Context: an optimization exercise on an open-source flow, tuned for small area, a short achievable clock period and few clock cycles per item. The choices shown serve that exercise and are no tape-out recipe. Where RTL was checked, it was by simulation tests only, not by an equivalence proof against the original.

==> job 2866: inputs <==
==> flow/design.v (excerpt) <==
module sliding_window_mean_stddev (
    input  wire logic                               clk,
    input  wire logic                               rst_n,
    input  wire logic                               sample_valid,
    output logic                                    sample_stall,
    input  wire logic signed [swms_pkg::SAMPLE_W-1:0] sample,
    output logic                                    result_valid,
    input  wire logic                               result_stall,
    output logic signed [swms_pkg::SAMPLE_W-1:0]    mean,
    output logic        [swms_pkg::SAMPLE_W-1:0]    deviation,
    output logic                                    valid_res,
    input  wire logic                               cfg_valid,
    output logic                                    cfg_ready,
    input  wire logic   [swms_pkg::LEN_W-1:0]       window_length
);
    localparam int WINDOW_RESET = swms_pkg::WINDOW_RESET;
    localparam int NS = 22;                        
    localparam logic [NS-1:0] CUT = (22'd1 << 2) | (22'd1 << 5) | (22'd1 << 8) |
                                    (22'd1 << 10) | (22'd1 << 12) | (22'd1 << 14) |
                                    (22'd1 << 16) | (22'd1 << 18) | (22'd1 << 20);
  ...
make LEC_CHECK=0 ABC_CLOCK_PERIOD_IN_PS=5000 CAP_MARGIN=20 CORE_MARGIN=2 CORE_UTILIZATION=55 SETUP_SLACK_MARGIN=5 SLEW_MARGIN=20 finish   # period 11.0 ns
run.sh (not shown) runs the stock make flow with config.mk's settings and CLKGATE_MAP_FILE= SYNTH_SCRIPT=/design/flow/synth_recipe.tcl, a recipe that flattens the netlist after the stock synthesis.
==> job 5785 (differences from job 2866) <==
--- a/flow/config.mk
+++ b/flow/config.mk
@@ -11,2 +11,3 @@
 export CORE_UTILIZATION = 55
+export CTS_BUF_LIST = sky130_fd_sc_hd__clkbuf_4 sky130_fd_sc_hd__clkbuf_8
 export SETUP_SLACK_MARGIN = 5
==> run summary <==
| quantity | job 5785 | job 2866 |
|---|---|---|
| Multi-input gate share of the layout cell area | 34.2% | 34.1% |
| Maximum fanout encountered on the critical timing path | 7 | 6 |
| Detailed-routing wirelength on met1 | 116000 um | 115000 um |
| CP required | 11.78 ns | 8.80 ns |
| Critical path launch point | n_reg[1] | cfg_valid |
| Global-route track usage on met1 | 29.7% | 29.8% |
| Routed wl met2 | 122000 um | 121000 um |
| Clock latency of the later-clocked register in the worst-skew pair | 1.17 ns | 0.96 ns |
| Area of all placed cells without fillers | 139000 um^2 | 139000 um^2 |
| Post-DR vias/cell | 5.32 | 5.36 |
| Worst setup skew after layout | 0.153 ns | 0.101 ns |
| Synthesis-to-layout area growth | 12.7% | 12.6% |
| Number of gates resized after cts | 69 | 61 |
| Final-layout fill cell count | 17600 | 17400 |
| Final-layout non-clock buffer area share | 1.80% | 1.68% |
| Number of setup buffers added after CTS | 28 | 26 |
| Count of cell instances traversed by the critical path | 28 | 4 |
| Clock Tree Root | clkbuf_8 | clkbuf_16 |
| Fin cells | 14000 | 13700 |
| Minimum hold slack | 0.226 ns | 0.249 ns |
| Run status | timing/DRC/antenna clean | timing/DRC/antenna clean |
Testbench counts of job 2866, summed over its fixed seeds: cycles 2,512, items 2,400.
Testbench counts of job 5785, summed over its fixed seeds: cycles 2,512, items 2,400.


==> job 5528 <==
Another version of the RTL of sliding_window_mean_stddev (not shown whole).
==> flow/config.mk <==
export PLATFORM = sky130hd
export DESIGN_NAME = sliding_window_mean_stddev
export DESIGN_NICKNAME = sliding_window_mean_stddev
export VERILOG_FILES = /design/flow/design.v
export SDC_FILE = /design/flow/constraint.sdc
export NUM_CORES = 4
export LEC_CHECK = 0
export ABC_CLOCK_PERIOD_IN_PS = 5000
export CAP_MARGIN = 20
export CORE_MARGIN = 2
export CORE_UTILIZATION = 55
export SETUP_SLACK_MARGIN = 5
export SLEW_MARGIN = 20
export TNS_END_PERCENT = 10
==> flow/constraint.sdc <==
create_clock -name core_clock -period 11.0 [get_ports {clk}]
set_input_delay 2.2000 -clock core_clock [delete_from_list [all_inputs] [get_ports {clk}]]
set_output_delay 2.2000 -clock core_clock [all_outputs]
set_load 0.01 [all_outputs]
==> inputs of job 7390, as changes to job 5528 <==
--- a/flow/config.mk
+++ b/flow/config.mk
@@ -11,4 +11,3 @@
 export CORE_UTILIZATION = 55
 export SETUP_SLACK_MARGIN = 5
 export SLEW_MARGIN = 20
-export TNS_END_PERCENT = 10
==> results.yml <==
run_status:
  status: "complete, no violations"
place:
  hpwlAfterDp_um: 174000
  post-place-ws_ps: 2890
cells_and_area:
  nNetsFinal: 11383
  final_util_pct: 63.4
sta:
  finalClockSkew_ps: 76.9
  fin_ws_ps: 4390
grt:
  grt_first_pass_wirelength_um: 408000
clock_network:
  cts_setup_buffers: 69
setup_path:
  path_buf_inv: 6
routing:
  maxUsedRoutingLayer: "met4"
That was job 5528.
==> results.yml <==
cells_and_area:
  clkbuf_count: 423
  layout_commonest_cell: "dfxtp_1"
  nNetsFinal: 11350
  final_util_pct: 63.2
setup_path:
  crit_top_cell: "fa_2"
  path_buf_inv: 5
grt:
  grt_first_pass_wirelength_um: 427000
place:
  post-place-ws_ps: 2620
  hpwlAfterDp_um: 186000
clock_network:
  cts_setup_buffers: 84
run_status:
  status: "complete, no violations"
sta:
  finalClockSkew_ps: 83.4
That was job 7390.
Testbench counts of job 5528, summed over its fixed seeds: cycles 2,520, items 2,400.
Testbench counts of job 7390, summed over its fixed seeds: cycles 2,520, items 2,400.


==> inputs of violet <==
sliding_window_mean_stddev, a different RTL version from the one above (not shown whole).
clock: 11.0 ns
lec_check: 0
abc_area: 1
abc_clock_period_in_ps: 5000
cap_margin: 0
core_margin: 2
core_utilization: 55
cts_cluster_diameter: 80
cts_cluster_size: 24
setup_slack_margin: 5
slew_margin: 0
==> inputs of onyx, as changes to violet <==
--- a/flow/config.mk
+++ b/flow/config.mk
@@ -5,12 +5,11 @@
 export SDC_FILE = /design/flow/constraint.sdc
 export NUM_CORES = 4
 export LEC_CHECK = 0
-export ABC_AREA = 1
 export ABC_CLOCK_PERIOD_IN_PS = 5000
-export CAP_MARGIN = 0
+export CAP_MARGIN = 20
 export CORE_MARGIN = 2
 export CORE_UTILIZATION = 55
 export CTS_CLUSTER_DIAMETER = 80
 export CTS_CLUSTER_SIZE = 24
 export SETUP_SLACK_MARGIN = 5
-export SLEW_MARGIN = 0
+export SLEW_MARGIN = 20
==> flow_summary.json <==
{
  "fin_worst_skew_ps": 74.8,
  "diodes": 5,
  "synth.area.top_cells": "dfxtp_1 34%, edfxtp_1 25%, ha_1 7.1%",
  "dp_slack_ps": 4040,
  "synthAdderAreaFrac": 0.126,
  "tap-cell-count": 2854,
  "relSlewSlack": 0.130,
  "synth_nets": 11714,
  "status": "finished clean"
}
That was violet.
==> flow_summary.json <==
{
  "status": "finished clean",
  "synth_nets": 11571,
  "relSlewSlack": 0.262,
  "drcViolationCount": 0,
  "fin_worst_skew_ps": 73.3,
  "synthAdderAreaFrac": 0.126,
  "dp_slack_ps": 3620,
  "diodes": 6,
  "synth.area.top_cells": "dfxtp_1 33%, edfxtp_1 24%, ha_1 6.9%",
  "tap-cell-count": 2992
}
That was onyx.
Testbench counts of violet, summed over its fixed seeds: cycles 2,512, items 2,400.
Testbench counts of onyx, summed over its fixed seeds: cycles 2,512, items 2,400.


==> 02-05 <==
sliding_window_mean_stddev again, from the RTL that the note above started with.
clock: 11.0 ns
lec_check: 0
abc_area: 1
abc_clock_period_in_ps: 5000
cap_margin: 10
core_margin: 2
core_utilization: 55
cts_cluster_diameter: 80
cts_cluster_size: 24
setup_slack_margin: 5
slew_margin: 10
==> 01-17 (differences from 02-05) <==
Settings changed: ABC_AREA 1 to unset, CAP_MARGIN 10 to 20, CORE_UTILIZATION 55 to 68, SLEW_MARGIN 10 to 20.
==> qor summary <==
Result of the run: 01-17 complete, no violations; 02-05 complete, no violations
Die X: 01-17 431.2 µm; 02-05 472.3 µm
Half-perimeter wire length after placement: 01-17 196000 µm; 02-05 188800 µm
Met1 usage in global routing: 01-17 41.50%; 02-05 31.38%
Detailed-route wire length on metal 1: 01-17 119600 µm; 02-05 117700 µm
Detailed Routing Iterations Pass 1: 01-17 6; 02-05 8
Levels on crit path: 01-17 29; 02-05 6
Total CTS buffers: 01-17 161; 02-05 167
Synthesized-area fraction occupied by ao, oa, aoi and oai cells: 01-17 11.53%; 02-05 8.116%
Post-route minimum period: 01-17 6119 ps; 02-05 5778 ps
Testbench counts of 02-05, summed over its fixed seeds: cycles 2,512, items 2,400.
Testbench counts of 01-17, summed over its fixed seeds: cycles 2,512, items 2,400.


==> build 41: inputs <==
==> flow/design.v <==
`default_nettype none
package swms_pkg;
    localparam int WINDOW_MAX   = 128;
    localparam int WINDOW_RESET = 100;
    localparam int SAMPLE_W = 16;
    localparam int LEN_W    = 8;
    localparam int PTR_W    = $clog2(WINDOW_MAX);
    localparam int FILL_W   = $clog2(WINDOW_MAX + 1);
    localparam int SUM_W    = SAMPLE_W + PTR_W + 1;
    localparam int SQSUM_W  = 2 * SAMPLE_W + PTR_W - 1;
endpackage
`default_nettype wire
`default_nettype none
module swms_ram #(
    parameter int WIDTH = 16,
    parameter int DEPTH = 128
) (
    input  wire logic                     clk,
    input  wire logic                     we,
    input  wire logic [$clog2(DEPTH)-1:0] waddr,
    input  wire logic [WIDTH-1:0]         wdata,
    input  wire logic                     re,
    input  wire logic [$clog2(DEPTH)-1:0] raddr,
    output logic      [WIDTH-1:0]         rdata
);
    logic [WIDTH-1:0] mem [DEPTH];
    always_ff @(posedge clk)
    begin
        if (we)
        begin
            mem[waddr] <= wdata;
        end
        if (re)
        begin
            rdata <= mem[raddr];
        end
    end
endmodule
`default_nettype wire
`default_nettype none
module sliding_window_mean_stddev (
    input  wire logic                               clk,
    input  wire logic                               rst_n,
    input  wire logic                               sample_valid,
    output logic                                    sample_stall,
    input  wire logic signed [swms_pkg::SAMPLE_W-1:0] sample,
    output logic                                    result_valid,
    input  wire logic                               result_stall,
    output logic signed [swms_pkg::SAMPLE_W-1:0]    mean,
    output logic        [swms_pkg::SAMPLE_W-1:0]    deviation,
    output logic                                    valid_res,
    input  wire logic                               cfg_valid,
    output logic                                    cfg_ready,
    input  wire logic   [swms_pkg::LEN_W-1:0]       window_length
);
    localparam int WINDOW_RESET = swms_pkg::WINDOW_RESET;
    localparam int NS = 22;                        
    localparam logic [NS-1:0] CUT = 22'h2a4924;
    logic [7:0]  n_reg;           
    logic [7:0]  fill_reg;        
    logic [6:0]  c_reg;           
    logic        en;              
    logic        busy;            
    logic        in_xfer, cfg_xfer, aligned;
    logic [7:0]  len_clamped;
    logic [6:0]  nm1;
    assign nm1 = 7'(n_reg - 8'd1);
    always_comb
    begin
        if (window_length == 8'd0)
            len_clamped = 8'd1;
        else if (window_length > 8'd128)
            len_clamped = 8'd128;
        else
            len_clamped = window_length;
    end
    assign aligned      = (fill_reg == 8'd0) || (c_reg == 7'd0);
    assign sample_stall = cfg_valid || !en || !aligned;
    assign in_xfer      = sample_valid && !sample_stall;
    assign cfg_ready    = !busy;
    assign cfg_xfer     = cfg_valid && !busy;
    wire full_b = (fill_reg == n_reg);
    wire full_a = full_b || ((fill_reg + 8'd1) == n_reg);
    always_ff @(posedge clk or negedge rst_n)
    begin
        if (!rst_n)
        begin
            n_reg    <= 8'(WINDOW_RESET);
            fill_reg <= '0;
        end
        else if (cfg_xfer)
        begin
            n_reg    <= len_clamped;
            fill_reg <= '0;
        end
        else if (in_xfer && !full_b)
        begin
            fill_reg <= fill_reg + 8'd1;
        end
    end
    always_ff @(posedge clk)
    begin
        if (in_xfer || c_reg == nm1)
            c_reg <= '0;
        else
            c_reg <= c_reg + 7'd1;
    end
    logic [15:0]        r0;
    logic [63:0][15:0]  s64;
    logic [31:0][15:0]  s32;
    logic [15:0][15:0]  s16;
    logic [7:0][15:0]   s8;
    logic [3:0][15:0]   s4;
    logic [1:0][15:0]   s2;
    logic [15:0]        s1;
    logic [15:0]        t1, t2, t3, t4, t5, t6, fb;
    assign t1 = nm1[6] ? s64[63] : r0;
    assign t2 = nm1[5] ? s32[31] : t1;
    assign t3 = nm1[4] ? s16[15] : t2;
    assign t4 = nm1[3] ? s8[7]   : t3;
    assign t5 = nm1[2] ? s4[3]   : t4;
    assign t6 = nm1[1] ? s2[1]   : t5;
    assign fb = nm1[0] ? s1      : t6;
    always_ff @(posedge clk)
    begin
        r0  <= in_xfer ? sample : fb;
        s64 <= {s64[62:0], r0};
        s32 <= {s32[30:0], t1};
        s16 <= {s16[14:0], t2};
        s8  <= {s8[6:0],   t3};
        s4  <= {s4[2:0],   t4};
        s2  <= {s2[0],     t5};
        s1  <= t6;
    end
    logic               vA, okA, firstA;
    logic signed [16:0] dA, pA;
    wire  signed [15:0] old = full_b ? fb : 16'sd0;
    always_ff @(posedge clk or negedge rst_n)
    begin
        if (!rst_n)
            vA <= 1'b0;
        else if (en)
            vA <= in_xfer;
    end
    always_ff @(posedge clk)
    begin
        if (en)
        begin
            okA    <= full_a;
            firstA <= (fill_reg == 8'd0);
            dA     <= 17'(sample) - 17'(old);
            pA     <= 17'(sample) + 17'(old);
        end
    end
    logic signed [23:0] s_reg;
    logic               vB, okB, firstB;
    logic signed [16:0] dB;
    logic signed [25:0] mB;
    wire  signed [23:0] s_base = firstA ? 24'sd0 : s_reg;
    wire  signed [25:0] np     = $signed({1'b0, n_reg}) * pA;
    always_ff @(posedge clk or negedge rst_n)
    begin
        if (!rst_n)
            vB <= 1'b0;
        else if (en)
            vB <= vA;
    end
    always_ff @(posedge clk)
    begin
        if (en && vA)
            s_reg <= s_base + 24'(dA);
        if (en)
        begin
            okB    <= okA;
            firstB <= firstA;
            dB     <= dA;
            mB     <= np - 26'(s_base) - 26'(s_base) - 26'(dA);
        end
    end
    logic [43:0]        v_reg;
    logic               vC, okC, sgC;
    logic [6:0]         mrC;
    logic [15:0]        mdC;
    wire  [43:0]        v_base = firstB ? 44'd0 : v_reg;
    wire  signed [43:0] dv     = 44'(dB) * 44'(mB);
    wire  [22:0]        s_mag  = s_reg[23] ? 23'(-s_reg) : 23'(s_reg);
    function automatic logic [22:0] mstep(input logic [22:0] st, input logic [7:0] n);
        logic [8:0] t;
        logic [7:0] a;
        a = {st[22:16], st[15]};
        t = {1'b0, a} - {1'b0, n};
        mstep = t[8] ? {a[6:0], st[14:0], 1'b0} : {t[6:0], st[14:0], 1'b1};
    endfunction
    always_ff @(posedge clk or negedge rst_n)
    begin
        if (!rst_n)
            vC <= 1'b0;
        else if (en)
            vC <= vB;
    end
    always_ff @(posedge clk)
    begin
        if (en && vB)
            v_reg <= v_base + 44'(dv);
        if (en)
        begin
            okC          <= okB;
            sgC          <= s_reg[23];
            {mrC, mdC}   <= mstep(mstep(s_mag, n_reg), n_reg);
        end
    end
    logic [NS:0]        bv, bok, bsg;
    logic [NS:0][43:0]  bV;
    logic [NS:0][23:0]  brem;
    logic [NS:0][21:0]  broot;
    logic [NS:0][22:0]  bm;
    logic [NS:0][6:0]   bdr;
    logic [NS:0][14:0]  bdq;
    logic [NS-1:0]        qv;
    logic [NS-1:0]        cv, cok, csg;
    logic [NS-1:0][43:0]  cV;
    logic [NS-1:0][23:0]  crem;
    logic [NS-1:0][21:0]  croot;
    logic [NS-1:0][22:0]  cm;
    logic [NS-1:0][6:0]   cdr;
    logic [NS-1:0][14:0]  cdq;
    assign bv[0]    = vC;
    assign bok[0]   = okC;
    assign bsg[0]   = sgC;
    assign bV[0]    = v_reg;
    assign brem[0]  = '0;
    assign broot[0] = '0;
    assign bm[0]    = {mrC, mdC};
    assign bdr[0]   = '0;
    assign bdq[0]   = '0;
    genvar k;
    generate
        for (k = 0; k < NS; k = k + 1)
        begin : g_step
            localparam int I = NS - 1 - k;    
            wire [k+2:0] rs   = {brem[k][k:0], bV[k][2*I+1 -: 2]};
            wire [k+2:0] tr   = {1'b0, broot[k][k:0], 2'b01};
            wire [k+3:0] diff = {1'b0, rs} - {1'b0, tr};
            wire         ge   = !diff[k+3];
            wire [k+1:0] rn   = ge ? diff[k+1:0] : rs[k+1:0];
            assign cv[k]    = bv[k];
            assign cok[k]   = bok[k];
            assign csg[k]   = bsg[k];
            assign cV[k]    = bV[k];
            assign crem[k]  = 24'(rn);
            assign croot[k] = 22'({broot[k][k:0], ge});
            if (k < 14)
            begin : g_mean
                assign cm[k] = mstep(bm[k], n_reg);
            end
            else
            begin : g_mean_done
                assign cm[k] = bm[k];
            end
            if (k < 6)
            begin : g_div_wait
                assign cdr[k] = '0;
                assign cdq[k] = '0;
            end
            else if (k == 6)
            begin : g_div_init
                assign cdr[k] = croot[k][6:0];
                assign cdq[k] = '0;
            end
            else
            begin : g_div
                wire [7:0] a = {bdr[k], ge};
                wire [8:0] t = {1'b0, a} - {1'b0, n_reg};
                assign cdr[k] = t[8] ? a[6:0] : t[6:0];
                assign cdq[k] = {bdq[k][13:0], !t[8]};
            end
            if (CUT[k])
            begin : g_reg
                logic        rv, rok, rsg;
                logic [43:0] rV;
                logic [23:0] rrem;
                logic [21:0] rroot;
                logic [22:0] rm;
                logic [6:0]  rdr;
                logic [14:0] rdq;
                always_ff @(posedge clk or negedge rst_n)
                begin
                    if (!rst_n)
                        rv <= 1'b0;
                    else if (en)
                        rv <= cv[k];
                end
                if (k == NS - 1)
                begin : g_out
                    always_ff @(posedge clk)
                    begin
                        if (en)
                        begin
                            rok <= cok[k];
                            rm  <= !cok[k] ? 23'd0 :
                                   csg[k] ? 23'(-cm[k][15:0]) : 23'(cm[k][15:0]);
                            rdq <= cok[k] ? cdq[k] : 15'd0;
                        end
                    end
                    assign rsg   = 1'b0;
                    assign rV    = '0;
                    assign rrem  = '0;
                    assign rroot = '0;
                    assign rdr   = '0;
                end
                else
                begin : g_mid
                    always_ff @(posedge clk)
                    begin
                        if (en)
                        begin
                            rok   <= cok[k];
                            rsg   <= csg[k];
                            rV    <= cV[k];
                            rrem  <= crem[k];
                            rroot <= croot[k];
                            rm    <= cm[k];
                            rdr   <= cdr[k];
                            rdq   <= cdq[k];
                        end
                    end
                end
                assign qv[k]      = rv;
                assign bv[k+1]    = rv;
                assign bok[k+1]   = rok;
                assign bsg[k+1]   = rsg;
                assign bV[k+1]    = rV;
                assign brem[k+1]  = rrem;
                assign broot[k+1] = rroot;
                assign bm[k+1]    = rm;
                assign bdr[k+1]   = rdr;
                assign bdq[k+1]   = rdq;
            end
            else
            begin : g_wire
                assign qv[k]      = 1'b0;
                assign bv[k+1]    = cv[k];
                assign bok[k+1]   = cok[k];
                assign bsg[k+1]   = csg[k];
                assign bV[k+1]    = cV[k];
                assign brem[k+1]  = crem[k];
                assign broot[k+1] = croot[k];
                assign bm[k+1]    = cm[k];
                assign bdr[k+1]   = cdr[k];
                assign bdq[k+1]   = cdq[k];
            end
        end
    endgenerate
    assign busy = vA || vB || vC || (|qv[NS-2:0]);
    assign en   = !(bv[NS] && result_stall);
    assign result_valid = bv[NS];
    assign valid_res    = bok[NS];
    assign mean         = bm[NS][15:0];
    assign deviation    = {1'b0, bdq[NS]};
endmodule
`default_nettype wire
==> flow/run.sh <==
#!/bin/bash
# synth_recipe.tcl (not shown) runs the flow's synth.tcl, then flattens the netlist and writes it again
# the make line also repeats each setting of config.mk as NAME=value (left out here)
make -C /OpenROAD-flow-scripts/flow DESIGN_CONFIG=/design/flow/config.mk WORK_HOME=/design/flow/orfs CLKGATE_MAP_FILE= SYNTH_SCRIPT=/design/flow/synth_recipe.tcl finish
==> flow/config.mk <==
export PLATFORM = sky130hd
export DESIGN_NAME = sliding_window_mean_stddev
export DESIGN_NICKNAME = sliding_window_mean_stddev
export VERILOG_FILES = /design/flow/design.v
export SDC_FILE = /design/flow/constraint.sdc
export NUM_CORES = 4
export LEC_CHECK = 0
export CAP_MARGIN = 20
export CORE_MARGIN = 2
export CORE_UTILIZATION = 40
export SLEW_MARGIN = 20
==> flow/constraint.sdc <==
create_clock -name core_clock -period 11.0 [get_ports {clk}]
set_input_delay 2.2000 -clock core_clock [delete_from_list [all_inputs] [get_ports {clk}]]
set_output_delay 2.2000 -clock core_clock [all_outputs]
set_load 0.01 [all_outputs]
==> build 93: changes against build 41 <==
--- a/flow/design.v
+++ b/flow/design.v
@@ -158,5 +158,6 @@
     logic signed [25:0] mB;
     wire  signed [23:0] s_base = firstA ? 24'sd0 : s_reg;
-    wire  signed [25:0] np     = $signed({1'b0, n_reg}) * pA;
+    wire  signed [8:0]  n_s    = {1'b0, n_reg};
+    wire  signed [25:0] np     = n_s * pA;
     always_ff @(posedge clk or negedge rst_n)
     begin
==> impl_metrics.json <==
{
  "async_flop_share_pct": 0.954,
  "synth_cell_types": 98,
  "cts_tree": "built",
  "holdPathStages": 0,
  "clock_path_buffers": 4,
  "place_area_um2": 122000,
  "fmax_ghz": 0.0999,
  "clkCellAreaFrac_pct": 7.01,
  "dp_slack_ps": 955,
  "fp.dieH_um": 546,
  "area_delta_synth_final_pct": 12.4,
  "outcome": "finished clean"
}
The numbers above come from build 93.

==> impl_metrics.json <==
{
  "place_area_um2": 122000,
  "cts_tree": "built",
  "outcome": "finished clean",
  "dp_slack_ps": 955,
  "clkCellAreaFrac_pct": 7.01,
  "async_flop_share_pct": 0.954,
  "fmax_ghz": 0.0999,
  "holdPathStages": 0,
  "fp.dieH_um": 546
}
The numbers above come from build 41.

Testbench counts of build 93, summed over its fixed seeds: cycles 2,496, items 2,400.
No functional check of the RTL was part of build 41.

-- what the ideal ports hide --
Ports are ideal in the flow. The routed layouts listed here were re-timed in OpenROAD. Step 1 assumes that a clkbuf_16 drives the clock port and a buf_2 every other input. Step 2, shift: input delay + t, output delay - t, t = (earliest + latest rising clock arrival at the registers) / 2. This alone moves slack from input paths to output paths. Three values: no drivers, after step 1, after step 2; two values: the first two.
run | shift t [ns] | setup WS [ns] | clock arrival spread, ns
job 2866 | 1.000 | 5.106 / 5.082 / 5.037 | 0.132 / 0.133
job 5785 | 1.163 | 5.074 / 5.074 / 4.983 | 0.206 / 0.206
job 5528 | 0.998 | 4.390 / 4.390 / 3.904 | 0.106 / 0.106
job 7390 | 0.993 | 4.346 / 4.346 / 4.346 | 0.135 / 0.135
violet | 0.939 | 5.222 / 5.201 / 4.785 | 0.102 / 0.101
onyx | 0.939 | 4.992 / 4.992 / 4.992 | 0.084 / 0.083
02-05 | 0.939 | 5.222 / 5.201 / 4.785 | 0.102 / 0.101
01-17 | 0.943 | 4.881 / 4.881 / 4.881 | 0.097 / 0.097
build 41 | 0.909 | 0.991 / 0.991 / 0.991 | 0.089 / 0.089
build 93 | 0.909 | 0.991 / 0.991 / 0.991 | 0.089 / 0.089
After both steps setup and hold are still met in every run listed. For job 5528, which loses most, drivers alone change the setup slack by 0.000 ns; drivers and shift together by -0.486 ns.
